This is an optimization exercise on Yosys and OpenROAD, whose aim is small area, not a production implementation.
The RTL was checked by simulation tests, not by an equivalence proof against the original design.
Power is estimated from default activity; no workload was simulated.

File: design.v
package wishbone_pkg;
  typedef enum logic {
    IDLE = 1'b0,
    BUSY = 1'b1
  } mst_state_e;
  localparam logic [1:0] SLV0_SEL   = 2'b10;
  localparam logic [1:0] SLV1_SEL   = 2'b11;
  localparam int         SLV_DEPTH  = 16;
  localparam int         DEF_DATA_W = 64;
  localparam int         DEF_ADR_W  = 8;
endpackage
module wb_slave_regfile
#(
  parameter int DATA_W = wishbone_pkg::DEF_DATA_W,
  parameter int DEPTH  = 3
) (
  input  logic              clk,
  input  logic              wr,
  input  logic              wrn,
  input  logic [DATA_W-1:0] wdat,
  output logic [DATA_W-1:0] tap
);
  logic [DEPTH-1:0][DATA_W-1:0] slot_q;
  always_ff @(posedge clk) begin
    slot_q[0] <= ({DATA_W{wr}} & wdat) | ({DATA_W{wrn}} & slot_q[DEPTH-1]);
    for (int i = 1; i < DEPTH; i++) slot_q[i] <= slot_q[i-1];
  end
  assign tap = slot_q[0];
endmodule
module wb_onehot_mux
#(
  parameter int DATA_W = wishbone_pkg::DEF_DATA_W,
  parameter int N      = 3
) (
  input  logic [N-1:0]             sel,
  input  logic [N*DATA_W-1:0]      d,
  output logic [DATA_W-1:0]        y
);
  always_comb begin
    y = '0;
    for (int i = 0; i < N; i++) y = y | ({DATA_W{sel[i]}} & d[i * DATA_W +: DATA_W]);
  end
endmodule
module wb_aoi222 (
  input  logic [2:0] a,
  input  logic [2:0] b,
  output logic       y
);
  assign y = ~|(a & b);
endmodule
module wb_or_join (
  input  logic [3:0] n,
  input  logic       a,
  input  logic       b,
  output logic       y
);
  assign y = ~&n | (a & b);
endmodule
module wb_onehot_mux13
#(
  parameter int DATA_W = wishbone_pkg::DEF_DATA_W
) (
  input  logic [12:0]          sel,
  input  logic [13*DATA_W-1:0] d,
  output logic [DATA_W-1:0]    y
);
  for (genvar i = 0; i < DATA_W; i++) begin : g_bit
    logic [12:0] di;
    logic [3:0]  n;
    for (genvar j = 0; j < 13; j++) begin : g_d
      assign di[j] = d[j * DATA_W + i];
    end
    for (genvar g = 0; g < 4; g++) begin : g_grp
      wb_aoi222 u_aoi (
        .a (sel[3 * g +: 3]),
        .b (di[3 * g +: 3]),
        .y (n[g])
      );
    end
    wb_or_join u_join (
      .n (n),
      .a (sel[12]),
      .b (di[12]),
      .y (y[i])
    );
  end
endmodule
module wishbone_intercon
#(
  parameter int DATA_W = wishbone_pkg::DEF_DATA_W,
  parameter int ADR_W  = wishbone_pkg::DEF_ADR_W
) (
  input  logic              CLK_I,
  input  logic              RST_I,
  input  logic [DATA_W-1:0] DATA_INPUT,
  input  logic [ADR_W-1:0]  ADR_INPUT,
  input  logic              WE_INPUT,
  input  logic              SMP,
  output logic [DATA_W-1:0] DATA_OUTPUT
);
  localparam int NW  = 2 * wishbone_pkg::SLV_DEPTH;   
  localparam int NB3 = NW / 3;                         
  localparam int NB  = NB3 + 1;                        
  logic              b1_q, b2_q;
  logic              we_q, map_q;
  logic [4:0]        wa_q;             
  logic              pend_q;           
  logic [1:0]        ph3_q;            
  logic              ph2_q;            
  logic [NB-1:0]     wr_q;             
  logic [NB-1:0]     wrn;              
  logic [1:0]        clr_q;            
  logic [DATA_W-1:0] x_q;              
  logic [DATA_W-1:0] dout_q;
  logic              accept;
  logic [4:0]        ia, wa_d;
  logic              pend_d;
  logic [1:0]        ph3_d;
  logic              ph2_d;
  assign accept = ~b1_q & ~b2_q & (WE_INPUT | SMP);
  assign ia     = {ADR_INPUT[6], ADR_INPUT[3:0]};
  assign wa_d   = accept ? ia : wa_q;
  assign pend_d = (accept & WE_INPUT & ADR_INPUT[7]) | (pend_q & ~|wr_q);
  assign ph3_d  = (ph3_q == 2'd2) ? 2'd0 : ph3_q + 2'd1;
  assign ph2_d  = ~ph2_q;
  logic [NW-1:0] at0_w, at0n_w, last_d_w;
  for (genvar w = 0; w < NW; w++) begin : g_w
    localparam int N = (w < 3 * NB3) ? 3 : 2;
    localparam int K = (w < 3 * NB3) ? w % 3 : w - 3 * NB3;
    if (N == 3) begin : g_3
      assign at0_w[w]    = (ph3_q == 2'((3 - K) % 3));
      assign last_d_w[w] = (ph3_d == 2'((2 - K + 3) % 3));
    end else begin : g_2
      assign at0_w[w]    = (ph2_q == 1'((2 - K) % 2));
      assign last_d_w[w] = (ph2_d == 1'((1 - K + 2) % 2));
    end
  end
  logic [NW-1:0] dec_a, dec_i, dec_d;
  for (genvar w = 0; w < NW; w++) begin : g_dec
    assign dec_a[w] = (wa_q == w);
    assign dec_i[w] = (ia == w);
    assign dec_d[w] = (wa_d == w);
  end
  logic at0_a, at0_i;
  assign at0_a = |(dec_a & at0_w);
  assign at0_i = |(dec_i & at0_w);
  logic acc_rd, busy_rd;
  assign acc_rd  = accept & ~WE_INPUT & ADR_INPUT[7];
  assign busy_rd = (b1_q | b2_q) & ~we_q & map_q;
  logic first_n;
  assign first_n = (clr_q != 2'd3);
  assign wrn = ~wr_q & {NB{clr_q == 2'd0}};
  logic [NB-1:0]             tsel, wr_d;
  logic [NB*DATA_W-1:0]      tap;
  for (genvar b = 0; b < NB; b++) begin : g_bank
    localparam int N = (b < NB3) ? 3 : 2;
    logic [N-1:0] ra, ri, wd;
    assign ra = dec_a[3 * b +: N] & at0_w[3 * b +: N];
    assign ri = dec_i[3 * b +: N] & at0_w[3 * b +: N];
    assign wd = dec_d[3 * b +: N] & last_d_w[3 * b +: N];
    assign tsel[b] = (acc_rd & first_n & |ri) | (busy_rd & |ra);
    assign wr_d[b] = pend_d & |wd;
    wb_slave_regfile #(.DATA_W(DATA_W), .DEPTH(N)) u_bank (
      .clk  (CLK_I),
      .wr   (wr_q[b]),
      .wrn  (wrn[b]),
      .wdat (x_q),
      .tap  (tap[b * DATA_W +: DATA_W])
    );
  end
  logic x_in, x_cap, x_keep;
  assign x_in   = accept & WE_INPUT;
  assign x_cap  = (accept & ~WE_INPUT & at0_i) | (b1_q & ~we_q & at0_a) |
                  (b2_q & ~we_q & (~map_q | at0_a));
  assign x_keep = ~x_in & ~x_cap;
  logic [DATA_W-1:0] x_d, dout_d;
  wb_onehot_mux13 #(.DATA_W(DATA_W)) u_xmux (
    .sel ({x_keep, x_in, tsel}),
    .d   ({x_q, DATA_INPUT, tap}),
    .y   (x_d)
  );
  logic o_ld_q, o_keep;
  assign o_keep = ~o_ld_q;
  wb_onehot_mux #(.DATA_W(DATA_W), .N(2)) u_omux (
    .sel ({o_ld_q, o_keep}),
    .d   ({x_d, dout_q}),
    .y   (dout_d)
  );
  always_ff @(posedge CLK_I) begin
    x_q <= x_d;
  end
  always_ff @(posedge CLK_I or posedge RST_I) begin
    if (RST_I) begin
      b1_q   <= 1'b0;
      b2_q   <= 1'b0;
      we_q   <= 1'b0;
      map_q  <= 1'b0;
      wa_q   <= '0;
      pend_q <= 1'b0;
      ph3_q  <= '0;
      ph2_q  <= 1'b0;
      wr_q   <= '0;
      clr_q  <= 2'd3;
      o_ld_q   <= 1'b0;
      dout_q <= '0;
    end else begin
      b1_q   <= accept;
      b2_q   <= b1_q;
      ph3_q  <= ph3_d;
      ph2_q  <= ph2_d;
      pend_q <= pend_d;
      wa_q   <= wa_d;
      wr_q   <= wr_d;
      clr_q  <= clr_q - {1'b0, clr_q != 2'd0};
      o_ld_q   <= b1_q & ~we_q;
      if (accept) begin
        we_q  <= WE_INPUT;
        map_q <= ADR_INPUT[7];
      end
      dout_q <= dout_d;
    end
  end
  assign DATA_OUTPUT = dout_q;
endmodule
File: flow/run.sh
#!/bin/bash
# Standard ORFS layout (the standard.sh, unchanged synthesis) with two
# changes passed to ORFS's own scripts through their environment variables:
#  - CTS: clkbuf_8 clock buffers, clusters of up to 20 sinks, no dummy loads;
#  - port buffers: buf_1 instead of the default buffer cell.
# make's full output goes to flow_make.log; each ORFS step keeps its own log
# under orfs/logs/.
set -euo pipefail
export CTS_ARGS="-sink_clustering_enable -repair_clock_nets -buf_list sky130_fd_sc_hd__clkbuf_8 -sink_clustering_size 20 -sink_clustering_max_diameter 50 -dont_use_dummy_load"
export BUFFER_PORTS_ARGS="-buffer_cell sky130_fd_sc_hd__buf_1"
bash standard.sh > flow_make.log 2>&1
File: standard.sh
#!/bin/bash
# synth_recipe.tcl (not shown) runs the flow's synth.tcl, then flattens the netlist and writes it again
# the make line also repeats each setting of config.mk as NAME=value (left out here)
make -C /OpenROAD-flow-scripts/flow DESIGN_CONFIG=/design/flow/config.mk WORK_HOME=/design/flow/orfs CLKGATE_MAP_FILE= SYNTH_SCRIPT=/design/flow/synth_recipe.tcl "${@:-finish}"
File: config.mk
export PLATFORM = sky130hd
export DESIGN_NAME = wishbone_intercon
export DESIGN_NICKNAME = wishbone_intercon
export VERILOG_FILES = /design/flow/design.v
export SDC_FILE = /design/flow/constraint.sdc
export NUM_CORES = 4
export LEC_CHECK = 0
export CAP_MARGIN = 20
export CORE_MARGIN = 2
export CORE_UTILIZATION = 62
export CTS_BUF_LIST = sky130_fd_sc_hd__clkbuf_8
export CTS_CLUSTER_DIAMETER = 50
export CTS_CLUSTER_SIZE = 20
export PLACE_DENSITY = 0.75
export SLEW_MARGIN = 20
export SYNTH_HIERARCHICAL = 1
export SYNTH_MINIMUM_KEEP_SIZE = 0
File: constraint.sdc
create_clock -name core_clock -period 5.0 [get_ports {CLK_I}]
set_input_delay 1.0000 -clock core_clock [delete_from_list [all_inputs] [get_ports {CLK_I}]]
set_output_delay 1.0000 -clock core_clock [all_outputs]
set_load 0.01 [all_outputs]
==> results of run 1 <==
-- modules after synthesis, one instance, submodules excluded, excerpt --
module	flip-flops and latches	cells	copies in the design
wishbone_intercon	155	395	1
wb_or_join	0	2	64
wb_aoi222	0	1	256
-- routing by layer --
| metal | up-vias | GRT usage | share of wire |
|---|---|---|---|
| li1 | 14420 | - | - |
| met1 | 16830 | 0.4061 | 0.43 |
| met2 | 1813 | 0.4023 | 0.43 |
| met3 | 256 | 0.05969 | 0.11 |
| met4 | 0 | 0.08354 | 0.026 |
| met5 | - | 0 | 0 |
-- cell families (layout without fill, tap and decap cells) --
kind of cell | after synthesis | after routing | synth area share
other | 0 | 3 | 0
muxes | 3 | 3 | 0.0005132
and+or+nand+nor | 193 | 193 | 0.01743
buffers and inverters | 912 | 353 | 0.1161
xor gates and xnor gates | 9 | 9 | 0.001243
AOI/OAI and AO/OA | 1147 | 1147 | 0.1617
DFF | 2203 | 2203 | 0.7030
-- flip-flops by register name (all words and copies together), names as in the netlist --
name	flops
o_ld_q	1
b1_q	1
wr_q	11
clr_q	2
ph2_q	1
ph3_q	2
wa_q	5
pend_q	1
g_bank.u_bank.slot_q	2048
dout_q	64
x_q	64
map_q	1
b2_q	1
we_q	1
-- through the flow --
| stage | cell area (um^2) | power [mW] | cells | worst slack [ps] |
|---|---|---|---|---|
| final | 61180 | 38.75 | 5279 | 1258 |
| after global routing | 61180 | 40.30 | 5278 | 1164 |
| after CTS | 61150 | 38.70 | 5275 | 1426 |
| after detailed placement | 59280 | 31.49 | 5139 | 876.7 |
| after global placement | 59220 | 31.10 | 5136 | 898.5 |
| after floorplan | 63450 | 31.00 | 4467 | 64.86 |
-- where the power goes --
| part | switching, mW | internal (mW) |
|---|---|---|
| registers | 3.08 | 23.0 |
| clock network | 4.93 | 2.46 |
| logic | 2.79 | 2.50 |
| total | 10.8 | 27.9 |
-- how the worst max path moves through the flow --
stage                        start                    to  depth (start not counted)
floorplan             ADR_INPUT[3]  dout_q[62]$_DFF_PP0_                          8
global placement          WE_INPUT  dout_q[54]$_DFF_PP0_                         12
detailed placement        WE_INPUT  dout_q[54]$_DFF_PP0_                         12
CTS                 b1_q$_DFF_PP0_  dout_q[54]$_DFF_PP0_                         11
global route        b1_q$_DFF_PP0_  dout_q[54]$_DFF_PP0_                         11
finish              b1_q$_DFF_PP0_  dout_q[54]$_DFF_PP0_                         11
-- layout make-up --
class / instances / area [um^2]
Antenna cell: 3 / 7.507
Fill cell: 7712 / 40410
Multi-Input combinational cell: 1352 / 11720
Clock buffer: 136 / 1872
Tap cell: 1368 / 1712
Timing Repair Buffer: 195 / 1182
Sequential cell: 2203 / 44610
Inverter: 22 / 87.58
-- synth_stat cells, types with 8 or more instances --
master,n,area share
a21o_1,66,0.0078
a21oi_1,15,0.0012
a222oi_1,256,0.040
a22o_1,737,0.10
a22o_2,33,0.0052
buf_4,707,0.084
buf_6,170,0.030
dfrtp_1,89,0.035
dfxtp_1,2112,0.67
inv_1,17,0.0010
nand2_1,23,0.0014
nand3_1,13,0.0010
nand4_1,70,0.0069
nor2_1,25,0.0015
nor2b_1,9,0.00089
nor3_1,8,0.00063
nor4_1,10,0.00099
-- worst max-delay path, cell delays in order, from the launching register on --
cell and delay (ps):
dfrtp_1 420, nor2_1 610, nand2_4 130, inv_2 160, nand4b_1 190, inv_1 230
a32o_4 1070, buf_4 360, a222oi_1 110, nand4_1 120, a21o_1 110, a22o_1 120
==> results list, run 1 <==
- DR vias/cell: about 6.3
- Of all nets on the critical path, the largest fanout is 57.
* Portion of the clock cycle consumed by the worst path in the final layout: 0.7485
- After detailed routing, the number of remaining DRC violations is 0.
* Worst setup EP type: register
- Yosys printed 10 warnings.
- Type of origin of the critical path: register
- Max-cap violations: 0
- For this run, the total global-route usage over all layers was measured as 0.2741.
* Relative slew slack: 0.1699
- IO Count: between 100 and 150
- The endpoint identified for the worst register-to-register timing path is dout_q[54]$_DFF_PP0_.
- The number of cells on the worst reg-to-reg path is 11.
- Yosys mapped a number of flops with a built-in enable equal to 0.
* Vertical extent of the die: 323.8 um
* Post-synth cell types: 61
* Count of antenna-violating nets left after detailed routing: 0
- Worst reg2reg startpoint: b1_q$_DFF_PP0_
- The routed layout has between 30000 and 40000 vias.
- Class of the tightest hold or removal check: reg -> reg
* Finished Core Util: 0.6022
- Data arrives at the worst endpoint at 4490 ps.
- The library cell used most frequently in the layout, excluding fill and tap cells, is dfxtp_1.
- Buffers placed on the I/O ports in this run total between 100 and 150.
* FF+latch count, synth: around 2200
* Startpoint of the tightest hold check path: g_bank[5].u_bank.slot_q[89]$_DFF_P_
* Min-Delay Endpoint: g_bank[5].u_bank.slot_q[153]$_DFF_P_
- Mean Syn Cell Area: around 14 um^2
* Wire length of the first global-routing pass: 212.6 mm
- Shortest period the worst path allows: 3742 ps
- Root buffer selected by CTS: clkbuf_8
- Summing every instance area after synthesis gives 63390 um^2.
- Worst hold slack across all endpoints: 292.0 ps
* Clock transition at the register clock pins on the worst setup and hold paths after CTS: ~110 ps
* Pin count of the biggest net entering global routing: 65
- Most common flop cell mapped by yosys: dfxtp_1
- Final hold violation count: 0
- Compared with the post-synthesis result, the final layout area differs by -3.480%.
- Resized Gates After CTS: 0
- Clock tree from TritonCTS: yes
- The worst-case IR drop observed on VDD is 346.6 uV.
- Area of the die: 104800 um^2
- Run status: no timing/DRC/antenna violations
- Pre-Repair DR Iteration Count: 6
- The number of clock buffers added by TritonCTS is 136.
* Vias in the first global route: 32600
- Dividing the detail-routed wire length by the instance count gives 27.63 um.
- GPL Wtd Cong: 0.8331
* Number of violations reported at the end of detailed-routing iteration 0: around 4600
* Number of antenna violations at the first check in global routing: 3
- CTS built an H-tree with a depth of 4.
- Reg2Reg Setup Slack: 1260 ps
- The wire-length estimate of the detail-placed layout is between 70 and 80 mm.
* Highest clock rate: 267.2 MHz
- The total count of max-transition violations in the final report was 0.
- Clock sink count: 2203
- Worst Max-Slew Pin Slew: 1245 ps
* Number of standard cells after synthesis: around 4500
- Overall die width: 323.8 um
- Most used cells in the layout excluding fill and tap cells: dfxtp_1, a22o_1, a222oi_1
* Maximum buffer depth of the clock tree: 3
- Area of the core: just over 100000 um^2
* Share of post-route cells with drive strength above 1: 0.07242
- Final TNS setup: 0 ps
- Skew final: 94.10 ps
- The floorplan has about 120 rows.
* Worst-skew pair later-pin latency: 860 ps
- STA puts the critical path data required time at 5750 ps.
- Setup repair after global routing missed its margin: no
- Once the clock tree was built, the setup fixing pass inserted 0 buffers.
- Hold Crit Depth: 0
- Of all flip-flops after synthesis, the portion carrying an async set or reset was 0.04131.
- Overflow left after global routing: 0
- Critical Setup Path Class: reg -> reg
* Number of nets in the synthesized netlist: 4543
* LEAKAGE: 24.18 nW
- After clock tree synthesis, the flow added hold-fix buffers numbering 0.
- Setup violations remaining at the end of the flow were counted as 0.
- After the last flow step, the layout net total stands at 3986.
- For this configuration, the core starts out at a cell density of 0.6239.
* Sequential cell area fraction in the yosys report: 0.7030
- Total length of routed wires: around 150 mm
- In this run the power density over the cells is about 630 nW/um^2.
==> inputs of run 2 (changes only) <==
--- a/config.mk
+++ b/config.mk
@@ -8,9 +8,9 @@
 export CAP_MARGIN = 20
 export CORE_MARGIN = 2
-export CORE_UTILIZATION = 62
+export CORE_UTILIZATION = 70
 export CTS_BUF_LIST = sky130_fd_sc_hd__clkbuf_8
 export CTS_CLUSTER_DIAMETER = 50
 export CTS_CLUSTER_SIZE = 20
-export PLACE_DENSITY = 0.75
+export PLACE_DENSITY = 0.82
 export SLEW_MARGIN = 20
 export SYNTH_HIERARCHICAL = 1
==> results list, run 2 <==
- Largest register FFs: 2048 (unchanged)
- The final antenna-violating net count was 0 (unchanged).
- The number of enable flip-flop cells after synthesis came to 0 (unchanged).
* Footprint of the flip-flops and latches: 44610 um^2 (unchanged)
* Pin count of the biggest net entering global routing: 65 (unchanged)
- Max-cap violations: 0 (unchanged)
- Wirelength per Cell: 28.47 um (+3.0%)
- The fraction of registers with async set/reset came to 0.04131 (unchanged).
* CTS Hold Buffers Added: 0 (unchanged)
* Area occupied by multi-input gates: 11720 um^2 (unchanged)
* Share of post-route cells with drive strength above 1: 0.07242 (unchanged)
- By count the netlist is led by dfxtp_1, a22o_1, buf_4, a222oi_1, buf_6.
- IO Count: 140 (unchanged)
- Area Growth Syn to Fin: -3.816%
- Type of origin of the critical path: register
* Maximum buffer depth of the clock tree: 3 (unchanged)
- The tree is rooted in a clkbuf_8.
* Mean Syn Cell Area: 14.19 um^2 (unchanged)
- The library cells used most frequently in the layout, excluding fill and tap cells, are dfxtp_1, a22o_1, a222oi_1.
- Sequential cell area fraction in the yosys report: 0.7030 (unchanged)
* Highest clock rate: 278.8 MHz (+4.3%)
- CP Data Arrival Time: 4320 ps (-170 ps)
- The number of port buffers came to 137 (unchanged).
* Post-route setup slack: 1413 ps (+155.0 ps)
- The setup violation total in the final timing report came to 0 (unchanged).
* Number of violations reported at the end of detailed-routing iteration 0: 4903 (+5.7%)
- The power density of the placed cells came to 637.9 nW/um^2 (+0.72%).
- Final std cell area, no fill: 60970 um^2 (-0.35%)
* Cell types with the largest area share after synthesis: dfxtp_1, a22o_1, buf_4
- Most common cell after layout, fill and taps aside: dfxtp_1
* Via count: 33710 (+1.2%)
* Overall die width: 304.9 um (-5.8%)
- The worst setup path is of the reg -> reg kind.
* Largest registers ranked by flip-flop count: g_bank.u_bank.slot_q (2048), dout_q (64), x_q (64)
* Wire length of the first global-routing pass: 214.5 mm (+0.88%)
- Core Rows: 110 (-6.0%)
- The die outline height was 304.9 um (-5.8%).
- The transition time at the pin with the least slew margin came to 1236 ps (-9.389 ps).
- Required time of the critical path: 5730 ps (-20 ps)
- The number of setup buffers added after CTS was 0 (unchanged).
* Slowest cell delay on critical path: 680 ps (-390 ps)
- The final routed wirelength across all metal layers came to 144.8 mm (-0.73%).
- Synth warnings: 10 (unchanged)
* Class of the tightest hold or removal check: reg -> reg
- Count of filler cells inserted in the layout: 5990 (-22%)
- Worst path cell trace: nor2_1 > nand2_4 > inv_2 > nand4b_1 > inv_1 > nand2_1 > o32ai_4 > buf_12 > a222oi_1 > nand4_1 > a21o_1 > a22o_1
- Vias in the first global route: 33590 (+3.0%)
- Clock tree from TritonCTS: yes
* Most common flop cell mapped by yosys: dfxtp_1
- Final TNS setup: 0 ps (unchanged)
- The first-pass iteration count of the detailed router came to 9 (+3).
- Worst ir drop on vdd: 620.6 uV (+79%)
* GRT Resource Usage Total: 0.3068 (+0.03277)
- Post-synth design cell area: 63390 um^2 (unchanged)
- Final hold violation count: 0 (unchanged)
- STA classifies the critical path endpoint as a register.
* Clock transition at the register clock pins on the worst setup and hold paths after CTS: 110 ps (about the same)
* Cell with the most instances after synthesis: dfxtp_1
- Biggest area consumer among synthesized cells: dfxtp_1
- Area of the core: 89870 um^2 (-12%)
- Setup repair after global routing left no endpoint under its margin.
- The H-tree depth came to 4 (unchanged).
- DR vias/cell: 6.627 (+5.0%)
- Highest net fanout along the worst path: 32 (-44%)
- The share of Yosys cell area claimed by the top area cell type is 0.6670 (unchanged).
- Portion of the clock cycle consumed by the worst path in the final layout: 0.7175 (-0.03100)
- Net count reported at finish: 3986 (unchanged)
- Shortest period the worst path allows: 3587 ps (-155.0 ps)
- Number of pins with negative max-slew slack in the final report: 0 (unchanged)
- The leakage component of the power is 24.19 nW (about the same).
* Library cell contributing the largest single delay on the critical path: o32ai_4
* Area of the die: 92980 um^2 (-11%)
- Worst-skew pair later-pin latency: 860 ps (about the same)
- TritonCTS Buffers: 139 (+2.2%)
- The count of cells resized by post-cts repair came to 0 (unchanged).
- Number of nets in the synthesized netlist: 4543 (unchanged)
* Number of standard cells after synthesis: 4467 (unchanged)
- The number of unique standard cell types used by synthesis came to 61 (unchanged).
- The starting utilization of the core area came to 0.7053 (+0.08137).
- The routability-driven placement congestion ratio came to 0.8543 (+2.5%).
- The area after detailed placement is 58990 um^2 (-0.49%).
* Remaining routing DRC violations: 0 (unchanged)
* Number of antenna violations at the first check in global routing: 2 (-1)
- The worst clock skew on the final layout is 105.8 ps (+11.72 ps).
- FF+latch count, synth: 2203 (unchanged)
- The total congestion overflow after global routing is 0 (unchanged).
* Setup slack after placement: 836.8 ps (-39.89 ps)
- Clock sink count: 2203 (unchanged)
- Half-perimeter wire length after placement: 73.72 mm (-1.3%)
- Counting flops per register, the top entry is g_bank.u_bank.slot_q.
- The flow ran to the end and the layout has no timing, DRC or antenna violations.
- The tightest slew margin relative to the limit is 0.1761 (+0.006259).
run 2: cell counts after synthesis:
Identical to the previous run, type by type.
run 2: routing by layer:
metal,vias up,routed length [um],global-route usage
met5,-,0,0
met4,0,4145,0.09740
met3,331,16580,0.06251
met2,2085,63180,0.4572
met1,16870,60910,0.4519
li1,14420,-,-
run 2: final cells by class:
cell class                      instances  area share
Antenna cell                            2  0.00008209
Clock buffer                          139     0.03138
Inverter                               22    0.001437
Multi-Input combinational cell       1352      0.1922
Sequential cell                      2203      0.7316
Tap cell                             1176     0.02413
Timing Repair Buffer                  192     0.01921
run 2: path summary, 6_finish.rpt:
| kind | startpoint | end | slack (ps) | cells past startpoint |
|---|---|---|---|---|
| setup / recovery | b1_q$_DFF_PP0_ | dout_q[56]$_DFF_PP0_ | 1410 | 12 |
| hold / removal | g_bank[6].u_bank.slot_q[64]$_DFF_P_ | g_bank[6].u_bank.slot_q[128]$_DFF_P_ | 270 | 0 |
| setup reg to reg | b1_q$_DFF_PP0_ | dout_q[56]$_DFF_PP0_ | 1410 | 12 |
| hold reg to reg | g_bank[6].u_bank.slot_q[64]$_DFF_P_ | g_bank[6].u_bank.slot_q[128]$_DFF_P_ | 270 | 0 |
| max in group asynchronous | RST_I | dout_q[24]$_DFF_PP0_ | 3620 | 3 |
| min in group asynchronous | RST_I | dout_q[61]$_DFF_PP0_ | 320 | 2 |
run 2: where the power goes:
part / leakage [nW] / switching [mW] / internal [mW] / total (mW)
Sequential: 18.3 / 3.13 / 23.0 / 26.1
Clock: 0.999 / 4.96 / 2.51 / 7.48
Combinational: 4.86 / 2.81 / 2.50 / 5.31
Total: 24.2 / 10.9 / 28.0 / 38.9
run 2: modules after synthesis (local to each module, per instance), a selection:
module	flip-flops and latches	cell area (um^2)
wb_aoi222	0	10.01
wb_or_join	0	13.76
wishbone_intercon	155	5001
run 2: stage by stage:
| stage | hold slack [ps] | utilization | power [mW] | cells |
|---|---|---|---|---|
| 5_1_grt | 266.0 | 0.6784 | 40.38 | 5086 |
| 3_3_place_gp | 309.6 | 0.6564 | 31.04 | 4943 |
| 4_1_cts | 263.5 | 0.6777 | 38.76 | 5082 |
| 2_1_floorplan | 309.6 | - | 31.00 | 4467 |
| 6_report | 265.4 | 0.6784 | 38.89 | 5086 |
| 3_5_place_dp | 312.1 | 0.6564 | 31.52 | 4943 |
run 2: worst max-delay path: cells and delay by family, from the launching register on:
| family | cells | cell delay [ps] |
|---|---|---|
| flip-flops | 1 | 390 |
| AO/OA/AOI/OAI | 4 | 1150 |
| AND/OR/NAND/NOR | 5 | 1260 |
| buffers and inverters | 3 | 730 |
run 2: kinds of logic after synthesis:
group | Yosys count | share of synthesized area
compound gates | 1147 | 0.1617
xor+xnor | 9 | 0.001243
buf+inv | 912 | 0.1161
flops | 2203 | 0.7030
mux | 3 | 0.0005132
simple gates | 193 | 0.01743
==> inputs of run 3 (changes only) <==
--- a/config.mk
+++ b/config.mk
@@ -6,12 +6,12 @@
 export NUM_CORES = 4
 export LEC_CHECK = 0
-export CAP_MARGIN = 20
+export CAP_MARGIN = 0
 export CORE_MARGIN = 2
-export CORE_UTILIZATION = 70
+export CORE_UTILIZATION = 62
 export CTS_BUF_LIST = sky130_fd_sc_hd__clkbuf_8
 export CTS_CLUSTER_DIAMETER = 50
 export CTS_CLUSTER_SIZE = 20
-export PLACE_DENSITY = 0.82
-export SLEW_MARGIN = 20
+export PLACE_DENSITY = 0.75
+export SLEW_MARGIN = 0
 export SYNTH_HIERARCHICAL = 1
 export SYNTH_MINIMUM_KEEP_SIZE = 0
==> results list, run 3 <==
* Pin count of the biggest net entering global routing: 65 (unchanged)
- Clock sink count: 2203 (unchanged)
- Core Rows: 117 (+6.4%)
- The cell sitting at the root of the clock tree is a clkbuf_8.
- Final std cell area, no fill: 61120 um^2 (+0.24%)
- Clock transition at the register clock pins on the worst setup and hold paths after CTS: 120 ps (about the same)
* Final hold violation count: 0 (unchanged)
- The total number of nets in the final design is 3984 (-0.050%).
* Shortest period the worst path allows: 3678 ps (+90.52 ps)
- STA classifies the critical path endpoint as a register.
- The tightest hold margin came to 280.6 ps (+15.19 ps).
- Vertical extent of the die: 323.8 um (+6.2%)
- The combinational cell fraction of total power was 0.136 (about the same).
- The slowest stage of the critical path is the a32o_4 cell.
* Relative slew slack: 0.1397 (-0.03646)
- Switching Fraction: 0.2791 (-0.001335)
* Vias in the first global route: 32580 (-3.0%)
- Worst ir drop on vdd: 322.8 uV (-48%)
- The first-pass GRT wire length came to 212.7 mm (-0.84%).
* Setup slack after placement: 877.3 ps (+40.47 ps)
- Via count: 33290 (-1.2%)
* Wirelength per Cell: 27.69 um (-2.8%)
* Placed cell count: 5136 (+3.9%)
* Slowest cell delay on critical path: 1050 ps (+370 ps)
- Cell with the most instances after synthesis: dfxtp_1
- Post-CTS setup buffer count: 0 (unchanged)
- Number of pins with negative max-slew slack in the final report: 0 (unchanged)
- Overall die width: 323.8 um (+6.2%)
- Cell area after placement: 59220 um^2 (+0.38%)
* Post-route setup slack: 1322 ps (-90.52 ps)
- The number of ports placed on the die boundary was 140 (unchanged).
* Clock share of power: 0.192 (about the same)
- Overflow left after global routing: 0 (unchanged)
- The share of cells above drive strength 1 was 0.07194 (-0.0004750).
- Total power divided by cell area: 634.5 nW/um^2 (-0.54%)
- The clock latency at the later pin of the worst-skew pair was 850 ps (about the same).
* Area of the core: 101600 um^2 (+13%)
- The data required time at the worst endpoint is 5760 ps (+30 ps).
* Number of standard cells after synthesis: 4467 (unchanged)
* Mean Syn Cell Area: 14.19 um^2 (unchanged)
* Asr flop ratio synth: 0.04131 (unchanged)
- Synth top area share: 0.6670 (unchanged)
- Most common flop cell mapped by yosys: dfxtp_1
* Overall power consumption: 38.78 mW (-0.30%)
- Worst Max-Slew Pin Slew: 1287 ps (+51.63 ps)
- Initial Utilization: 0.6239 (-0.08137)
- Internal portion of total power: 27.95 mW (-0.11%)
- Most common cell after layout, fill and taps aside: dfxtp_1
- The total routing resource utilization after global routing came to 0.2744 (-0.03243).
- Largest Register: g_bank.u_bank.slot_q
- Pre-Repair DR Iteration Count: 8 (-1)
- The worst setup path is launched from a register.
- After synthesis, the cell types taking the most area are dfxtp_1, a22o_1, buf_4.
- H-tree depth reported by CTS: 4 (unchanged)
* Number of nets in the synthesized netlist: 4543 (unchanged)
* Maximum buffer depth of the clock tree: 3 (unchanged)
- LEAKAGE: 24.15 nW (-0.18%)
- The total net switching power is 10.82 mW (-0.77%).
- Post-synth cell types: 61 (unchanged)
- Share of total power in sequential cells: 0.672 (about the same)
* Total length of routed wires: 146.1 mm (+0.86%)
* Number of violations reported at the end of detailed-routing iteration 0: 4577 (-6.6%)
- The maximum fanout along the worst path was 57 (+78%).
- Run status: no timing/DRC/antenna violations
- Remaining routing DRC violations: 0 (unchanged)
* Max-cap violations: 0 (unchanged)
- In this run the worst hold path is classified as reg -> reg.
* FF+latch count, synth: 2203 (unchanged)
* Final TNS setup: 0 ps (unchanged)
- The half-perimeter wire length after detailed placement came to 74.18 mm (+0.63%).
- The area of the mapped netlist came to 63390 um^2 (unchanged).
* Biggest area consumer among synthesized cells: dfxtp_1
- The mean number of vias per cell was 6.311 (-4.8%).
- The final antenna-violating net count is 0 (unchanged).
* Setup repair after global routing missed its margin: no
- The commonest cells after synthesis are dfxtp_1, a22o_1, buf_4, a222oi_1, buf_6.
- Finished Core Util: 0.6016 (-0.07681)
- # setup viols final: 0 (unchanged)
* Most used cells in the layout excluding fill and tap cells: dfxtp_1, a22o_1, a222oi_1
* Area Growth Syn to Fin: -3.583%
- The largest registers in the layout are g_bank.u_bank.slot_q (2048), dout_q (64), x_q (64).
- Count of filler cells inserted in the layout: 7688 (+28%)
* Clock tree from TritonCTS: yes
* Portion of the clock cycle consumed by the worst path in the final layout: 0.7356 (+0.01810)
* TritonCTS Buffers: 138 (-0.72%)
* CP Data Arrival Time: 4440 ps (+120 ps)
- Worst path cell trace: nor2_1 > nand2_4 > inv_2 > nand4b_1 > inv_1 > a32o_4 > buf_4 > a222oi_1 > nand4_1 > a21o_1 > a22o_1
* Count of port buffers added during placement: 137 (unchanged)
- The maximum clock frequency is 271.9 MHz (-2.5%).
- The flip-flop count of the largest register, all copies and words added is 2048 (unchanged).
* Post-synth EDFFs: 0 (unchanged)
- The routability-driven placement congestion ratio came to 0.8331 (-2.5%).
- Resized Gates After CTS: 0 (unchanged)
* Critical Setup Path Class: reg -> reg
* Final std cells w/o fill: 5275 (+3.7%)
- Sequential cell area fraction in the yosys report: 0.7030 (unchanged)
- The count of hold-fix buffers inserted at cts is 0 (unchanged).
- The total number of yosys warnings came to 10 (unchanged).
* Skew final: 91.27 ps (-14.55 ps)
- The initial antenna violation count was 1 (-1).
- Area of the die: 104800 um^2 (+13%)
[run 3: cell counts after synthesis]
No cell type changed its count.
[run 3: power groups by stage]
stage,registers (mW),logic [mW],clock network [mW]
finish,26.0,5.28,7.45
global route,26.6,5.63,8.14
CTS,26.0,5.22,7.53
detailed placement,26.3,5.17,0
global placement,26.1,4.96,0
floorplan,25.1,5.86,0
[run 3: worst max-delay path, delay by kind of cell (launching register included)]
family | cells | cell delay [ps]
compound gates | 4 | 1410
buf+inv | 3 | 740
flops | 1 | 410
simple gates | 4 | 1030
[run 3: cells by family after synthesis]
| kind of cell | Yosys count | share of synthesized area |
|---|---|---|
| mux | 3 | 0.0005132 |
| simple gates | 193 | 0.01743 |
| compound gates | 1147 | 0.1617 |
| xor+xnor | 9 | 0.001243 |
| buf+inv | 912 | 0.1161 |
| flops | 2203 | 0.7030 |
[run 3: path summary, 6_finish.rpt]
kind / startpoint / endpoint / slack (ps) / cells after the start
worst max-delay path: b1_q$_DFF_PP0_ / dout_q[34]$_DFF_PP0_ / 1320 / 11
worst min-delay path: g_bank[5].u_bank.slot_q[68]$_DFF_P_ / g_bank[5].u_bank.slot_q[132]$_DFF_P_ / 280 / 0
worst max register to register: b1_q$_DFF_PP0_ / dout_q[34]$_DFF_PP0_ / 1320 / 11
worst min register to register: g_bank[5].u_bank.slot_q[68]$_DFF_P_ / g_bank[5].u_bank.slot_q[132]$_DFF_P_ / 280 / 0
max in group asynchronous: RST_I / dout_q[39]$_DFF_PP0_ / 3560 / 3
min in group asynchronous: RST_I / dout_q[33]$_DFF_PP0_ / 310 / 2
[run 3: final cells by class]
cell class                      count  area, um^2  share of cell area
Tap cell                         1368        1712             0.02801
Inverter                           22       87.58            0.001433
Timing Repair Buffer              191        1095             0.01791
Multi-Input combinational cell   1352       11720              0.1917
Antenna cell                        1       2.502          0.00004094
Clock buffer                      138        1899             0.03108
Sequential cell                  2203       44610              0.7298
[run 3: routing by layer]
metal | routed length (um) | track usage | vias up
met4 | 3645 | 0.08086 | 0
met5 | 0 | 0.003241 | -
met2 | 63290 | 0.4025 | 1797
li1 | - | - | 14420
met3 | 15960 | 0.06037 | 239
met1 | 63150 | 0.4074 | 16830
[run 3: Yosys stat by module, one instance, submodules excluded, a selection]
module | cells inside | area (um^2)
wishbone_intercon | 395 | 5001
wb_or_join | 2 | 13.76
wb_aoi222 | 1 | 10.01
==> inputs of run 4 (changes only) <==
--- a/design.v
+++ b/design.v
@@ -84,4 +84,53 @@
       .y (y[i])
     );
+  end
+endmodule
+module wb_locate
+#(
+  parameter int NB = 11
+) (
+  input  logic [4:0]    a,
+  output logic [NB-1:0] bank,
+  output logic [1:0]    k
+);
+  always_comb begin
+    bank = '0;
+    if (a[1:0] != 2'd3) begin
+      bank[a[4:2]] = 1'b1;
+      k            = a[1:0];
+    end else begin
+      case (a[4:2])
+        3'd0, 3'd1, 3'd2: bank[8]  = 1'b1;
+        3'd3, 3'd4, 3'd5: bank[9]  = 1'b1;
+        default:          bank[10] = 1'b1;
+      endcase
+      case (a[4:2])
+        3'd0, 3'd3, 3'd6: k = 2'd0;
+        3'd1, 3'd4, 3'd7: k = 2'd1;
+        default:          k = 2'd2;
+      endcase
+    end
+  end
+endmodule
+module wb_where (
+  input  logic [1:0] k,
+  input  logic       two,
+  input  logic [1:0] ph3,
+  input  logic       ph2,
+  output logic       at0,
+  output logic       last
+);
+  logic [2:0] t;
+  logic [1:0] s3;
+  always_comb begin
+    t  = {1'b0, k} + {1'b0, ph3};
+    s3 = (t >= 3'd3) ? 2'(t - 3'd3) : t[1:0];
+    if (two) begin
+      at0  = (k[0] == ph2);
+      last = (k[0] == ph2);
+    end else begin
+      at0  = (s3 == 2'd0);
+      last = (s3 == 2'd1);
+    end
   end
 endmodule
@@ -124,27 +173,17 @@
   assign ph3_d  = (ph3_q == 2'd2) ? 2'd0 : ph3_q + 2'd1;
   assign ph2_d  = ~ph2_q;
-  logic [NW-1:0] at0_w, at0n_w, last_d_w;
-  for (genvar w = 0; w < NW; w++) begin : g_w
-    localparam int N = (w < 3 * NB3) ? 3 : 2;
-    localparam int K = (w < 3 * NB3) ? w % 3 : w - 3 * NB3;
-    if (N == 3) begin : g_3
-      assign at0_w[w]    = (ph3_q == 2'((3 - K) % 3));
-      assign last_d_w[w] = (ph3_d == 2'((2 - K + 3) % 3));
-    end else begin : g_2
-      assign at0_w[w]    = (ph2_q == 1'((2 - K) % 2));
-      assign last_d_w[w] = (ph2_d == 1'((1 - K + 2) % 2));
-    end
-  end
-  logic [NW-1:0] dec_a, dec_i, dec_d;
-  for (genvar w = 0; w < NW; w++) begin : g_dec
-    assign dec_a[w] = (wa_q == w);
-    assign dec_i[w] = (ia == w);
-    assign dec_d[w] = (wa_d == w);
-  end
-  logic at0_a, at0_i;
-  assign at0_a = |(dec_a & at0_w);
-  assign at0_i = |(dec_i & at0_w);
-  logic acc_rd, busy_rd;
+  logic [NB-1:0] bank_i, bank_a;
+  logic [1:0]    k_i, k_a;
+  wb_locate #(.NB(NB)) u_loc_i (.a (ia),   .bank (bank_i), .k (k_i));
+  wb_locate #(.NB(NB)) u_loc_a (.a (wa_q), .bank (bank_a), .k (k_a));
+  logic at0_a, at0_i, last_a, last_i;
+  wb_where u_where_i (.k (k_i), .two (bank_i[NB3]), .ph3 (ph3_q), .ph2 (ph2_q),
+                      .at0 (at0_i), .last (last_i));
+  wb_where u_where_a (.k (k_a), .two (bank_a[NB3]), .ph3 (ph3_q), .ph2 (ph2_q),
+                      .at0 (at0_a), .last (last_a));
+  logic acc_rd, acc_wr, busy_rd, pend_keep;
   assign acc_rd  = accept & ~WE_INPUT & ADR_INPUT[7];
+  assign acc_wr  = accept & WE_INPUT & ADR_INPUT[7];
+  assign pend_keep = pend_q & ~|wr_q;
   assign busy_rd = (b1_q | b2_q) & ~we_q & map_q;
   logic first_n;
@@ -155,10 +194,6 @@
   for (genvar b = 0; b < NB; b++) begin : g_bank
     localparam int N = (b < NB3) ? 3 : 2;
-    logic [N-1:0] ra, ri, wd;
-    assign ra = dec_a[3 * b +: N] & at0_w[3 * b +: N];
-    assign ri = dec_i[3 * b +: N] & at0_w[3 * b +: N];
-    assign wd = dec_d[3 * b +: N] & last_d_w[3 * b +: N];
-    assign tsel[b] = (acc_rd & first_n & |ri) | (busy_rd & |ra);
-    assign wr_d[b] = pend_d & |wd;
+    assign tsel[b] = (acc_rd & first_n & at0_i & bank_i[b]) | (busy_rd & at0_a & bank_a[b]);
+    assign wr_d[b] = (acc_wr & last_i & bank_i[b]) | (pend_keep & last_a & bank_a[b]);
     wb_slave_regfile #(.DATA_W(DATA_W), .DEPTH(N)) u_bank (
       .clk  (CLK_I),
--- a/config.mk
+++ b/config.mk
@@ -6,5 +6,5 @@
 export NUM_CORES = 4
 export LEC_CHECK = 0
-export CAP_MARGIN = 0
+export CAP_MARGIN = 20
 export CORE_MARGIN = 2
 export CORE_UTILIZATION = 62
@@ -13,5 +13,5 @@
 export CTS_CLUSTER_SIZE = 20
 export PLACE_DENSITY = 0.75
-export SLEW_MARGIN = 0
+export SLEW_MARGIN = 20
 export SYNTH_HIERARCHICAL = 1
 export SYNTH_MINIMUM_KEEP_SIZE = 0
==> results list, run 4 <==
- Root buffer selected by CTS: clkbuf_8
- The worst path buffer plus inverter count is 6 (+3).
- Total length of routed wires: 145.2 mm (-0.59%)
* IO Count: 140 (unchanged)
* Highest clock rate: 209.0 MHz (-23%)
- Core Rows: 117 (unchanged)
- Post-synth EDFFs: 0 (unchanged)
- Total power divided by cell area: 609.5 nW/um^2 (-3.9%)
* Portion of the clock cycle consumed by the worst path in the final layout: 0.9569 (+0.2213)
* Vias in the first global route: 32500 (-0.24%)
* TritonCTS Buffers: 136 (-1.4%)
* Post-synth design cell area: 63320 um^2 (-0.11%)
* FF+latch count, synth: 2203 (unchanged)
- Area of the core: 101600 um^2 (unchanged)
- The number of sinks on the clock net came to 2203 (unchanged).
* Half-perimeter wire length after placement: 77.72 mm (+4.8%)
* Relative slew slack: 0.2662 (+0.1265)
- Overall die width: 323.6 um (about the same)
- The per-instance average area after synthesis came to 14.33 um^2 (+0.99%).
- Largest register FFs: 2048 (unchanged)
- The DRC violation total after the first TritonRoute iteration was 4271 (-6.7%).
* H-tree depth reported by CTS: 4 (unchanged)
* Pin count of the biggest net entering global routing: 58 (-11%)
- The share of cells above drive strength 1 came to 0.08818 (+0.01624).
- Number of pins with negative max-slew slack in the final report: 0 (unchanged)
- Leaving out fill and tap cells, the most frequent cell in the layout is dfxtp_1.
* Initial Utilization: 0.6232 (-0.0007143)
- Via count: 33040 (-0.74%)
* Type of origin of the critical path: primary input
- By instance count, the cell type seen most on the critical path is inv_1.
* Wire length of the first global-routing pass: 212.0 mm (-0.32%)
* Clock tree from TritonCTS: yes
- The maximum root-to-sink buffer count came to 3 (unchanged).
- Area of the die: 104700 um^2 (-0.11%)
- Count of filler cells inserted in the layout: 7617 (-0.92%)
- Post-synth cell types: 50 (-18%)
* Final hold violation count: 0 (unchanged)
- GRT Resource Usage Total: 0.2746 (about the same)
- Worst ir drop on vdd: 589.6 uV (+83%)
- dfxtp_1 is the most common cell in the netlist.
- The routability-driven placement congestion ratio is 0.8148 (-2.2%).
- Commonest cells in the netlist: dfxtp_1, a22o_1, buf_4, a222oi_1, buf_6
* Skew final: 81.47 ps (-9.801 ps)
- Wirelength per Cell: 27.37 um (-1.1%)
- Vertical extent of the die: 323.6 um (about the same)
* Worst path cell trace: buf_1 > inv_1 > ha_1 > nor3b_2 > o21ai_1 > o32ai_2 > inv_1 > fa_1 > inv_1 > ha_1 > a211o_1 > a21boi_1 > nand4b_1 > nor4_4 > buf_4 > a22o_4 > buf_12 > a222oi_1 > nand4_1 > a21o_1 > a22o_1
* Setup repair after global routing missed its margin: no
* Synth warnings: 12 (+2)
- Number of standard cells after synthesis: 4418 (-1.1%)
- Shortest period the worst path allows: 4784 ps (+1107 ps)
* Area Growth Syn to Fin: -2.330%
- Leaving out fill and tap cells, the most frequent cells in the layout are dfxtp_1, a22o_1, a222oi_1.
* Count of port buffers added during placement: 137 (unchanged)
- Asr flop ratio synth: 0.04131 (unchanged)
- The transition time at the pin with the least slew margin is 1101 ps (-186.7 ps).
- LEAKAGE: 24.73 nW (+2.4%)
- The area after detailed placement was 59930 um^2 (+1.2%).
- Finished Core Util: 0.6087 (+0.007118)
- Run status: no timing/DRC/antenna violations
* Cell types with the largest area share after synthesis: dfxtp_1, a22o_1, buf_4
- Slowest cell delay on critical path: 600 ps (-450 ps)
- In the final layout, the registers with the most flip-flops are g_bank.u_bank.slot_q (2048), dout_q (64), x_q (64).
- Largest Register: g_bank.u_bank.slot_q
- The total congestion overflow after global routing was 0 (unchanged).
- The count of maximum capacitance violations came to 0 (unchanged).
- The remaining design rule violation count came to 0 (unchanged).
- Clock transition at the register clock pins on the worst setup and hold paths after CTS: 110 ps (about the same)
* Final std cell area, no fill: 61840 um^2 (+1.2%)
- The arrival time reported for the critical path endpoint is 5560 ps (+1120 ps).
- The tightest min-delay check is of the reg -> reg type.
- The maximum fanout along the worst path came to 32 (-44%).
- The clock latency at the later pin of the worst-skew pair was 860 ps (about the same).
* Reg2Reg Setup Slack: 400 ps (-920 ps)
- Sequential cell area fraction in the yosys report: 0.7038 (+0.0008057)
- Number of nets in the synthesized netlist: 4514 (-0.64%)
- The share of Yosys cell area claimed by the top area cell type was 0.6678 (+0.0007645).
* Most common flop cell mapped by yosys: dfxtp_1
- Library cell contributing the largest single delay on the critical path: nor4_4
- The worst setup path is of the in -> reg kind.
- Worst setup EP type: register
* Pre-Repair DR Iteration Count: 8 (unchanged)
- Biggest area consumer among synthesized cells: dfxtp_1
- The setup violation total in the final timing report was 0 (unchanged).
- Crit path max-delay family: compound AO/OA/AOI/OAI gates
* Net count reported at finish: 4033 (+1.2%)
- Footprint of the flip-flops and latches: 44610 um^2 (unchanged)
- The mean number of vias per cell came to 6.229 (-1.3%).
- Area occupied by multi-input gates: 11640 um^2 (-0.62%)
* Required time of the critical path: 5780 ps (+20 ps)
- The final antenna-violating net count is 0 (unchanged).
- The initial antenna violation count is 3 (+2).
## run 4: cell count changes in the layout (fill, tap and decap cells not counted), moves of 8 or more
cell     delta
a21oi_1    -10
a22o_1     +10
a22o_4     +10
buf_12     +23
buf_4      +47
ha_1       +18
inv_1       +8
nand2_1    -14
nand3_1     -9
nor4_1      -8
## run 4: cells by family after synthesis
family	after synthesis	synth area share
AO/OA/AOI/OAI	1136	0.1612
buffers and inverters	904	0.1156
adder cells (fa/ha/maj)	20	0.004189
multiplexers	6	0.001067
XOR/XNOR	2	0.0002767
AND/OR/NAND/NOR	147	0.01389
flip-flops	2203	0.7038
## run 4: worst paths after layout
path | start | to | cells after the start
worst max-delay path | ADR_INPUT[2] | dout_q[50]$_DFF_PP0_ | 21
worst min-delay path | g_bank[8].u_bank.slot_q[75]$_DFF_P_ | g_bank[8].u_bank.slot_q[139]$_DFF_P_ | 0
worst max register to register | wa_q[3]$_DFFE_PP0N_ | dout_q[26]$_DFF_PP0_ | 22
worst min register to register | g_bank[8].u_bank.slot_q[75]$_DFF_P_ | g_bank[8].u_bank.slot_q[139]$_DFF_P_ | 0
max in group asynchronous | RST_I | dout_q[34]$_DFF_PP0_ | 3
min in group asynchronous | RST_I | wa_q[2]$_DFFE_PP0N_ | 2
## run 4: per-layer routing
metal | global-route usage | share of wire
met1 | 0.3933 | 0.43
met3 | 0.05532 | 0.098
met2 | 0.4168 | 0.44
met4 | 0.09568 | 0.031
met5 | 0 | 0.000076
## run 4: worst reg2reg max path, stage by stage, from the launching register on
cell	delay (ps)
dfrtp_1	450
inv_1	150
ha_1	220
nor3b_2	160
o21ai_1	100
o32ai_2	250
inv_1	90
fa_1	560
inv_1	50
ha_1	220
nor2b_4	150
a211o_1	140
a21boi_1	70
nand2_1	110
nor3_4	60
buf_12	160
a22o_4	250
buf_12	170
buf_12	160
a222oi_1	430
nand4_1	160
a21o_1	200
a22o_1	170
## run 4: repair_timing
action                                  4_1_cts  5_1_grt
pin swaps                                     0        1
endpoints found under the setup margin        2      128
setup buffers                                 0        1
cloned                                        0        0
gates resized for setup                       1        1
hold buffers                                  0        0
## run 4: final cells by class
type,count,share of cell area
flip-flops and latches,2203,0.7213
diodes,2,0.00008093
repair buffers,261,0.03085
clock buffers,136,0.03027
inverters,24,0.001538
multi-input cells,1311,0.1883
well taps,1368,0.02768
## run 4: power by group
group | total (mW) | switching, mW | internal (mW)
Combinational | 5.27 | 2.91 | 2.36
Clock | 7.43 | 4.97 | 2.46
Sequential | 25.0 | 2.76 | 22.2
## run 4: per-module statistics from Yosys, one instance, submodules excluded, excerpt
module / cells inside / copies in the design / area, um^2 / flip-flops and latches
wishbone_intercon: 230 / 1 / 4098 / 155
wb_or_join: 2 / 64 / 13.76 / 0
wb_where: 17 / 2 / 132.6 / 0
wb_aoi222: 1 / 256 / 10.01 / 0
## run 4: through the flow
step	power [mW]	setup TNS (ps)	worst slack [ps]	instances	hold slack, ps
final	37.69	0	215.6	5305	255.8
after global routing	39.17	0	21.77	5304	256.8
after CTS	37.61	0	102.3	5302	258.5
after detailed placement	30.39	-101900	-914.1	5166	312.1
after global placement	30.07	-96630	-846.7	5166	309.7
after floorplan	29.70	0	113.1	4418	309.6
==> inputs of run 5 (changes only) <==
--- a/design.v
+++ b/design.v
@@ -119,5 +119,5 @@
   input  logic       ph2,
   output logic       at0,
-  output logic       last
+  output logic       atl
 );
   logic [2:0] t;
@@ -128,8 +128,8 @@
     if (two) begin
       at0  = (k[0] == ph2);
-      last = (k[0] == ph2);
+      atl  = (k[0] != ph2);
     end else begin
       at0  = (s3 == 2'd0);
-      last = (s3 == 2'd1);
+      atl  = (s3 == 2'd2);
     end
   end
@@ -157,5 +157,5 @@
   logic [1:0]        ph3_q;            
   logic              ph2_q;            
-  logic [NB-1:0]     wr_q;             
+  logic [NB-1:0]     wr;               
   logic [NB-1:0]     wrn;              
   logic [1:0]        clr_q;            
@@ -170,5 +170,5 @@
   assign ia     = {ADR_INPUT[6], ADR_INPUT[3:0]};
   assign wa_d   = accept ? ia : wa_q;
-  assign pend_d = (accept & WE_INPUT & ADR_INPUT[7]) | (pend_q & ~|wr_q);
+  assign pend_d = (accept & WE_INPUT & ADR_INPUT[7]) | (pend_q & ~|wr);
   assign ph3_d  = (ph3_q == 2'd2) ? 2'd0 : ph3_q + 2'd1;
   assign ph2_d  = ~ph2_q;
@@ -177,26 +177,24 @@
   wb_locate #(.NB(NB)) u_loc_i (.a (ia),   .bank (bank_i), .k (k_i));
   wb_locate #(.NB(NB)) u_loc_a (.a (wa_q), .bank (bank_a), .k (k_a));
-  logic at0_a, at0_i, last_a, last_i;
+  logic at0_a, at0_i, atl_a, atl_i;
   wb_where u_where_i (.k (k_i), .two (bank_i[NB3]), .ph3 (ph3_q), .ph2 (ph2_q),
-                      .at0 (at0_i), .last (last_i));
+                      .at0 (at0_i), .atl (atl_i));
   wb_where u_where_a (.k (k_a), .two (bank_a[NB3]), .ph3 (ph3_q), .ph2 (ph2_q),
-                      .at0 (at0_a), .last (last_a));
-  logic acc_rd, acc_wr, busy_rd, pend_keep;
+                      .at0 (at0_a), .atl (atl_a));
+  logic acc_rd, busy_rd;
   assign acc_rd  = accept & ~WE_INPUT & ADR_INPUT[7];
-  assign acc_wr  = accept & WE_INPUT & ADR_INPUT[7];
-  assign pend_keep = pend_q & ~|wr_q;
   assign busy_rd = (b1_q | b2_q) & ~we_q & map_q;
   logic first_n;
   assign first_n = (clr_q != 2'd3);
-  assign wrn = ~wr_q & {NB{clr_q == 2'd0}};
-  logic [NB-1:0]             tsel, wr_d;
+  assign wrn = ~wr & {NB{clr_q == 2'd0}};
+  logic [NB-1:0]             tsel;
   logic [NB*DATA_W-1:0]      tap;
   for (genvar b = 0; b < NB; b++) begin : g_bank
     localparam int N = (b < NB3) ? 3 : 2;
     assign tsel[b] = (acc_rd & first_n & at0_i & bank_i[b]) | (busy_rd & at0_a & bank_a[b]);
-    assign wr_d[b] = (acc_wr & last_i & bank_i[b]) | (pend_keep & last_a & bank_a[b]);
+    assign wr[b]   = pend_q & atl_a & bank_a[b];
     wb_slave_regfile #(.DATA_W(DATA_W), .DEPTH(N)) u_bank (
       .clk  (CLK_I),
-      .wr   (wr_q[b]),
+      .wr   (wr[b]),
       .wrn  (wrn[b]),
       .wdat (x_q),
@@ -235,5 +233,4 @@
       ph3_q  <= '0;
       ph2_q  <= 1'b0;
-      wr_q   <= '0;
       clr_q  <= 2'd3;
       o_ld_q   <= 1'b0;
@@ -246,5 +243,4 @@
       pend_q <= pend_d;
       wa_q   <= wa_d;
-      wr_q   <= wr_d;
       clr_q  <= clr_q - {1'b0, clr_q != 2'd0};
       o_ld_q   <= b1_q & ~we_q;
==> results list, run 5 <==
- The flow ran to the end and the layout has no timing, DRC or antenna violations.
* Worst ir drop on vdd: 627.5 uV (+6.4%)
- Worst-skew pair later-pin latency: 850 ps (about the same)
* LEAKAGE: 24.87 nW (+0.56%)
* Number of nets in the synthesized netlist: 4497 (-0.38%)
- Core Rows: 116 (-0.85%)
- Via count: 32490 (-1.7%)
- The worst hold path terminates at g_bank[6].u_bank.slot_q[182]$_DFF_P_.
- The setup violation total in the final timing report came to 0 (unchanged).
- Skew final: 74.74 ps (-6.730 ps)
- The internal power is 29.04 mW (+7.3%).
- The total count of max-transition violations in the final report was 0 (unchanged).
- Synth warnings: 12 (unchanged)
* Remaining routing DRC violations: 0 (unchanged)
- The maximum root-to-sink buffer count was 3 (unchanged).
- Required time of the critical path: 5710 ps (-70 ps)
- Count of port buffers added during placement: 137 (unchanged)
- The H-tree depth was 4 (unchanged).
- Post-route setup slack: 168.3 ps (-47.27 ps)
- Area of the die: 104200 um^2 (-0.49%)
- The transition time at the pin with the least slew margin was 1207 ps (+106.2 ps).
- Pin count of the biggest net entering global routing: 65 (+12%)
* Shortest period the worst path allows: 4832 ps (+47.27 ps)
- The first-pass GRT wire length was 211.2 mm (-0.39%).
* Highest net fanout along the worst path: 17 (-47%)
* Mean Syn Cell Area: 14.32 um^2 (-0.11%)
- The DRC violation total after the first TritonRoute iteration came to 3857 (-9.7%).
- Max-cap violations: 0 (unchanged)
* Final hold violation count: 0 (unchanged)
* Number of antenna violations at the first check in global routing: 2 (-1)
* Vertical extent of the die: 322.8 um (-0.25%)
* Share of post-route cells with drive strength above 1: 0.09967 (+0.01149)
- The arrival time reported for the critical path endpoint is 5550 ps (about the same).
- The path class of the tightest hold or removal check is reg -> reg.
* R2R Path End: dout_q[19]$_DFF_PP0_
- Most common cell after layout, fill and taps aside: dfxtp_1
- The wire length per cell after detailed routing is 27.07 um (-1.1%).
- The first-pass iteration count of the detailed router is 6 (-2).
* Largest registers ranked by flip-flop count: g_bank.u_bank.slot_q (2048), dout_q (64), x_q (64)
* Initial Utilization: 0.6273 (+0.004050)
- Count of antenna-violating nets left after detailed routing: 0 (unchanged)
- The core area is 100400 um^2 (-1.1%).
- Half-perimeter wire length after placement: 78.87 mm (+1.5%)
* Worst reg2reg startpoint: wa_q[3]$_DFFE_PP0N_
* Overflow left after global routing: 0 (unchanged)
- The power share of the sequential group was 0.652 (-0.011).
* GRT Resource Usage Total: 0.2735 (-0.001070)
- Number of standard cells after synthesis: 4401 (-0.38%)
* Type of origin of the critical path: register
- Overall die width: 322.8 um (-0.25%)
- The clock network fraction of total power is 0.181 (-0.016).
- Portion of the clock cycle consumed by the worst path in the final layout: 0.9663 (+0.009454)
- The number of buffers created by CTS is 137 (+0.74%).
- Largest Register: g_bank.u_bank.slot_q
* Critical Setup Path Class: reg -> reg
- The number of instances in the placed design is 5165 (-0.019%).
- The number of sinks on the clock net was 2192 (-0.50%).
* Area Growth Syn to Fin: -1.664%
* Clock transition at the register clock pins on the worst setup and hold paths after CTS: 110 ps (about the same)
- The tightest slew margin relative to the limit came to 0.1934 (-0.07272).
* Vias in the first global route: 32650 (+0.46%)
- DR vias/cell: 6.117 (-1.8%)
- Reg2Reg Setup Slack: 170 ps (-230 ps)
- Root buffer selected by CTS: clkbuf_8
* Total power divided by cell area: 659.6 nW/um^2 (+8.2%)
- The total net switching power is 11.83 mW (+11%).
- Net count reported at finish: 4051 (+0.45%)
- The worst setup path is captured at a register.
* CTS Hold Buffers Added: 0 (unchanged)
- Setup slack after placement: -870.5 ps (+43.59 ps)
* Final std cells w/o fill: 5312 (+0.13%)
- Highest clock rate: 207.0 MHz (-0.98%)
- TritonCTS built the clock tree.
- Startpoint of the tightest hold check path: g_bank[6].u_bank.slot_q[118]$_DFF_P_
- Switching Fraction: 0.2894 (+0.007252)
- The final routed wirelength across all metal layers came to 143.8 mm (-0.97%).
- The number of ports placed on the die boundary came to 140 (unchanged).
- Hold Crit Depth: 0 (unchanged)
* Most used cells in the layout excluding fill and tap cells: dfxtp_1, a22o_1, a222oi_1
- The area of the mapped netlist came to 63000 um^2 (-0.50%).
- Largest register FFs: 2048 (unchanged)
- R2R depth: 23 (+4.5%)
- GPL Wtd Cong: 0.8414 (+3.3%)
- The combinational cell fraction of total power came to 0.167 (+0.027).
run 5: cell types whose count changed in the layout (fill, tap and decap cells not counted), moves of 3 or more:
| cell | change |
|---|---|
| a22o_1 | -11 |
| inv_1 | -5 |
| buf_12 | +11 |
| mux2_4 | +6 |
| buf_4 | +22 |
| mux2_1 | -6 |
| dfrtp_4 | -11 |
| inv_2 | +3 |
| and3_4 | +11 |
run 5: power groups by stage:
stage	sequential, mW	clock, mW	combinational [mW]
finish	26.6	7.40	6.83
global route	27.2	8.09	7.21
CTS	26.6	7.48	6.62
detailed placement	26.9	0	6.56
global placement	26.7	0	6.32
floorplan	25.8	0	6.79
run 5: through the flow:
step | util | TNS [ps] | total power [mW] | hold slack, ps | instance area (um^2)
final | 0.6168 | 0 | 40.86 | 281.2 | 61950
after global routing | 0.6168 | -41.04 | 42.51 | 279.2 | 61950
after CTS | 0.6155 | 0 | 40.67 | 228.0 | 61820
after detailed placement | 0.5967 | -89360 | 33.42 | 312.1 | 59930
after global placement | 0.5967 | -79400 | 32.98 | 309.6 | 59930
after floorplan | - | 0 | 32.60 | 309.6 | 63010
run 5: layout make-up:
| cell class | instances | area [um^2] |
|---|---|---|
| inverter | 22 | 87.58 |
| timing repair buffer | 295 | 2318 |
| multi-input combinational | 1307 | 11670 |
| antenna | 2 | 5.005 |
| fill | 7455 | 38480 |
| tap | 1357 | 1698 |
| sequential | 2192 | 44290 |
| clock buffer | 137 | 1886 |
run 5: repair_timing:
item	4_1_cts	5_1_grt
gates resized for setup	1	10
gates cloned	0	1
endpoints found under the setup margin	15	128
pin swaps	0	8
buffers inserted	0	7
run 5: worst max path at each step:
stage	slack, ps	startpoint	endpoint	depth (start not counted)
floorplan	110	ADR_INPUT[3]	dout_q[62]$_DFF_PP0_	20
global placement	-760	ADR_INPUT[2]	dout_q[51]$_DFF_PP0_	22
detailed placement	-870	ADR_INPUT[2]	dout_q[54]$_DFF_PP0_	22
CTS	60	ADR_INPUT[2]	dout_q[61]$_DFF_PP0_	22
global route	-20	wa_q[3]$_DFFE_PP0N_	dout_q[43]$_DFF_PP0_	24
finish	170	wa_q[3]$_DFFE_PP0N_	dout_q[19]$_DFF_PP0_	23
run 5: critical path, cell delays in order (launching register included):
cell,delay [ps]
dfrtp_1,450
buf_4,160
buf_4,130
ha_1,190
inv_1,50
a21oi_1,70
o32ai_2,200
inv_1,90
fa_1,580
inv_1,70
ha_2,190
nand3b_1,170
a211oi_2,260
a21oi_1,90
nand2_1,130
nor3_4,60
buf_12,150
buf_12,120
a22o_4,280
buf_12,180
a222oi_1,470
nand4_1,170
a21o_1,210
a22o_1,180
run 5: metal layers:
metal,global-route usage,share of wire,routed length (um)
met3,0.06913,0.11,15150
met1,0.3928,0.43,62390
met5,0,0,0
met2,0.4062,0.43,62250
met4,0.08796,0.028,3995
==> inputs of run 6 (changes only) <==
--- a/design.v
+++ b/design.v
@@ -121,9 +121,11 @@
   output logic       atl
 );
-  logic [2:0] t;
   logic [1:0] s3;
   always_comb begin
-    t  = {1'b0, k} + {1'b0, ph3};
-    s3 = (t >= 3'd3) ? 2'(t - 3'd3) : t[1:0];
+    case ({k, ph3})
+      4'b00_00, 4'b01_10, 4'b10_01: s3 = 2'd0;
+      4'b00_01, 4'b01_00, 4'b10_10: s3 = 2'd1;
+      default:                      s3 = 2'd2;
+    endcase
     if (two) begin
       at0  = (k[0] == ph2);
@@ -213,8 +215,9 @@
     .y   (x_d)
   );
-  logic o_ld_q, o_keep;
-  assign o_keep = ~o_ld_q;
+  logic o_ld, o_keep;
+  assign o_ld   = b2_q & ~we_q;
+  assign o_keep = ~o_ld;
   wb_onehot_mux #(.DATA_W(DATA_W), .N(2)) u_omux (
-    .sel ({o_ld_q, o_keep}),
+    .sel ({o_ld, o_keep}),
     .d   ({x_d, dout_q}),
     .y   (dout_d)
@@ -234,5 +237,4 @@
       ph2_q  <= 1'b0;
       clr_q  <= 2'd3;
-      o_ld_q   <= 1'b0;
       dout_q <= '0;
     end else begin
@@ -244,5 +246,4 @@
       wa_q   <= wa_d;
       clr_q  <= clr_q - {1'b0, clr_q != 2'd0};
-      o_ld_q   <= b1_q & ~we_q;
       if (accept) begin
         we_q  <= WE_INPUT;
==> results list, run 6 <==
- For this design, the slowest cell found on the critical path is nor2_4.
- GPL Wtd Cong: 0.7947 (-5.6%)
- The routing usage on met3 was 0.05368 (-0.01545).
- The maximum cell stage delay along the critical path came to 820 ps (+240 ps).
* Finished Core Util: 0.6067 (-0.01012)
- Number of standard cells after synthesis: 4389 (-0.27%)
* GRT Resource Usage Total: 0.2747 (+0.001201)
- Net count reported at finish: 3942 (-2.7%)
- The tightest hold margin is 204.1 ps (-77.11 ps).
- Post-route setup slack: 898.5 ps (+730.2 ps)
* End point of the critical path: g_bank[4].u_bank.slot_q[15]$_DFF_P_
- The total number of yosys warnings is 12 (unchanged).
- CTS Hold Buffers Added: 0 (unchanged)
- Remaining routing DRC violations: 0 (unchanged)
- The number of global-route vias before repair was 32200 (-1.4%).
* Total length of routed wires: 143.7 mm (about the same)
* Vertical extent of the die: 322.4 um (-0.10%)
- Number of violations reported at the end of detailed-routing iteration 0: 4102 (+6.4%)
* Clock tree from TritonCTS: yes
- Run status: no timing/DRC/antenna violations
- LEAKAGE: 24.27 nW (-2.4%)
- The maximum fanout along the worst path came to 42 (+25).
* Critical path origin: wa_q[2]$_DFFE_PP0N_
- The cell depth of the worst setup path was 12 (-48%).
- Global route hottest layer: met2
* Crit path max-delay family: simple AND/OR/NAND/NOR gates
- Overall die width: 322.4 um (-0.10%)
- CP Data Arrival Time: 4850 ps (-700 ps)
- The top cell types in the final layout, fill and taps aside, are dfxtp_1, a22o_1, a222oi_1.
* R2R Path End: g_bank[4].u_bank.slot_q[15]$_DFF_P_
- The mean number of vias per cell came to 6.220 (+1.7%).
* Worst Max-Slew Pin Slew: 1226 ps (+19.45 ps)
- The worst clock skew on the final layout is 125.7 ps (+51.00 ps).
- Highest clock rate: 243.8 MHz (+18%)
* Via count: 32400 (-0.29%)
* Area Growth Syn to Fin: -3.216%
- The global routing usage on met1 was 0.4028 (+0.009948).
- Buffers and inverters on the worst path: 2 (-6)
- Required time of the critical path: 5750 ps (+40 ps)
- The maximum root-to-sink buffer count came to 3 (unchanged).
- The footprint of the multi-input gates was 11570 um^2 (-0.86%).
- Met2 Use GR: 0.4119 (+0.005748)
- Overflow left after global routing: 0 (unchanged)
- The worst setup path is captured at a register.
- The number of ports placed on the die boundary came to 140 (unchanged).
- The depth of the worst register-to-register path was 12 (-48%).
- Wire length of the first global-routing pass: 211.5 mm (+0.15%)
* Worst reg2reg startpoint: wa_q[2]$_DFFE_PP0N_
- The critical path goes through inv_1 > ha_1 > nor3b_2 > o21ai_1 > o32ai_2 > nand3b_1 > a211o_1 > o311a_1 > and3_4 > nor2_4 > buf_12 > a22o_1.
## run 6: changes by cell type in the layout (fill, tap and decap cells not counted), moves of 3 or more
cell	change
buf_12	-19
buf_4	-70
inv_1	-5
inv_2	-3
o21ai_1	+3
xnor2_1	+4
## run 6: cell type report
cell class,count,area share
Inverter,14,0.0009459
Multi-Input combinational cell,1304,0.1901
Clock buffer,136,0.03076
Tap cell,1357,0.02790
Sequential cell,2191,0.7274
Antenna cell,2,0.00008225
Timing Repair Buffer,205,0.02280
## run 6: metrics by stage
| stage | power (mW) | instance area (um^2) | std cells |
|---|---|---|---|
| after global routing | 40.79 | 60840 | 5208 |
| after global placement | 31.60 | 58970 | 5071 |
| after CTS | 39.14 | 60840 | 5207 |
| after floorplan | 32.26 | 62870 | 4389 |
| after detailed placement | 31.93 | 58970 | 5071 |
| final | 39.19 | 60850 | 5209 |
## run 6: worst min path at each step
stage,start,to,slack [ps],cells past startpoint
finish,RST_I,dout_q[47]$_DFF_PP0_,200,2
global route,RST_I,dout_q[47]$_DFF_PP0_,170,2
CTS,RST_I,dout_q[51]$_DFF_PP0_,140,2
detailed placement,g_bank[7].u_bank.slot_q[86]$_DFF_P_,g_bank[7].u_bank.slot_q[150]$_DFF_P_,310,0
global placement,g_bank[7].u_bank.slot_q[91]$_DFF_P_,g_bank[7].u_bank.slot_q[155]$_DFF_P_,310,0
floorplan,g_bank[0].u_bank.slot_q[64]$_DFF_P_,g_bank[0].u_bank.slot_q[128]$_DFF_P_,310,0
## run 6: routing by layer
metal | up-vias | share of wire
met4 | 0 | 0.025
met5 | - | 0
met1 | 16420 | 0.44
li1 | 14170 | -
met2 | 1577 | 0.44
met3 | 239 | 0.096
## run 6: where the power goes
part / total [mW] / switching [mW] / internal (mW) / leakage (nW)
Combinational: 4.95 / 2.82 / 2.13 / 5.09
Sequential: 26.8 / 3.14 / 23.7 / 18.2
Clock: 7.40 / 4.94 / 2.46 / 0.978

[re-timing with driven ports]
No port has a modelled driver above. Below, the same layouts with a new extraction and two added sets of constraints. Step 1 sets driving cells, clkbuf_16 on the clock port and buf_2 on the other inputs (assumed; they add their load-dependent delay and slew). Step 2 times the ports against the registers' clock, not the clock port: input delays grow and output delays shrink by t, the midpoint of the rising clock arrivals with the driver on. Slacks: ideal ports / drivers / drivers and shift; pairs: ideal ports / drivers.
run	t, ns	setup WS [ns]
run 1	0.865	1.258 / 1.258 / 0.690
run 2	0.871	1.413 / 1.413 / 0.725
run 3	0.873	1.322 / 1.322 / 0.674
run 4	0.886	0.216 / 0.260 / -0.626
run 5	0.880	0.168 / 0.168 / -0.601
run 6	0.875	0.898 / 0.898 / 0.175
Met with ideal ports but missed after step 2: setup timing in run 4 and run 5.
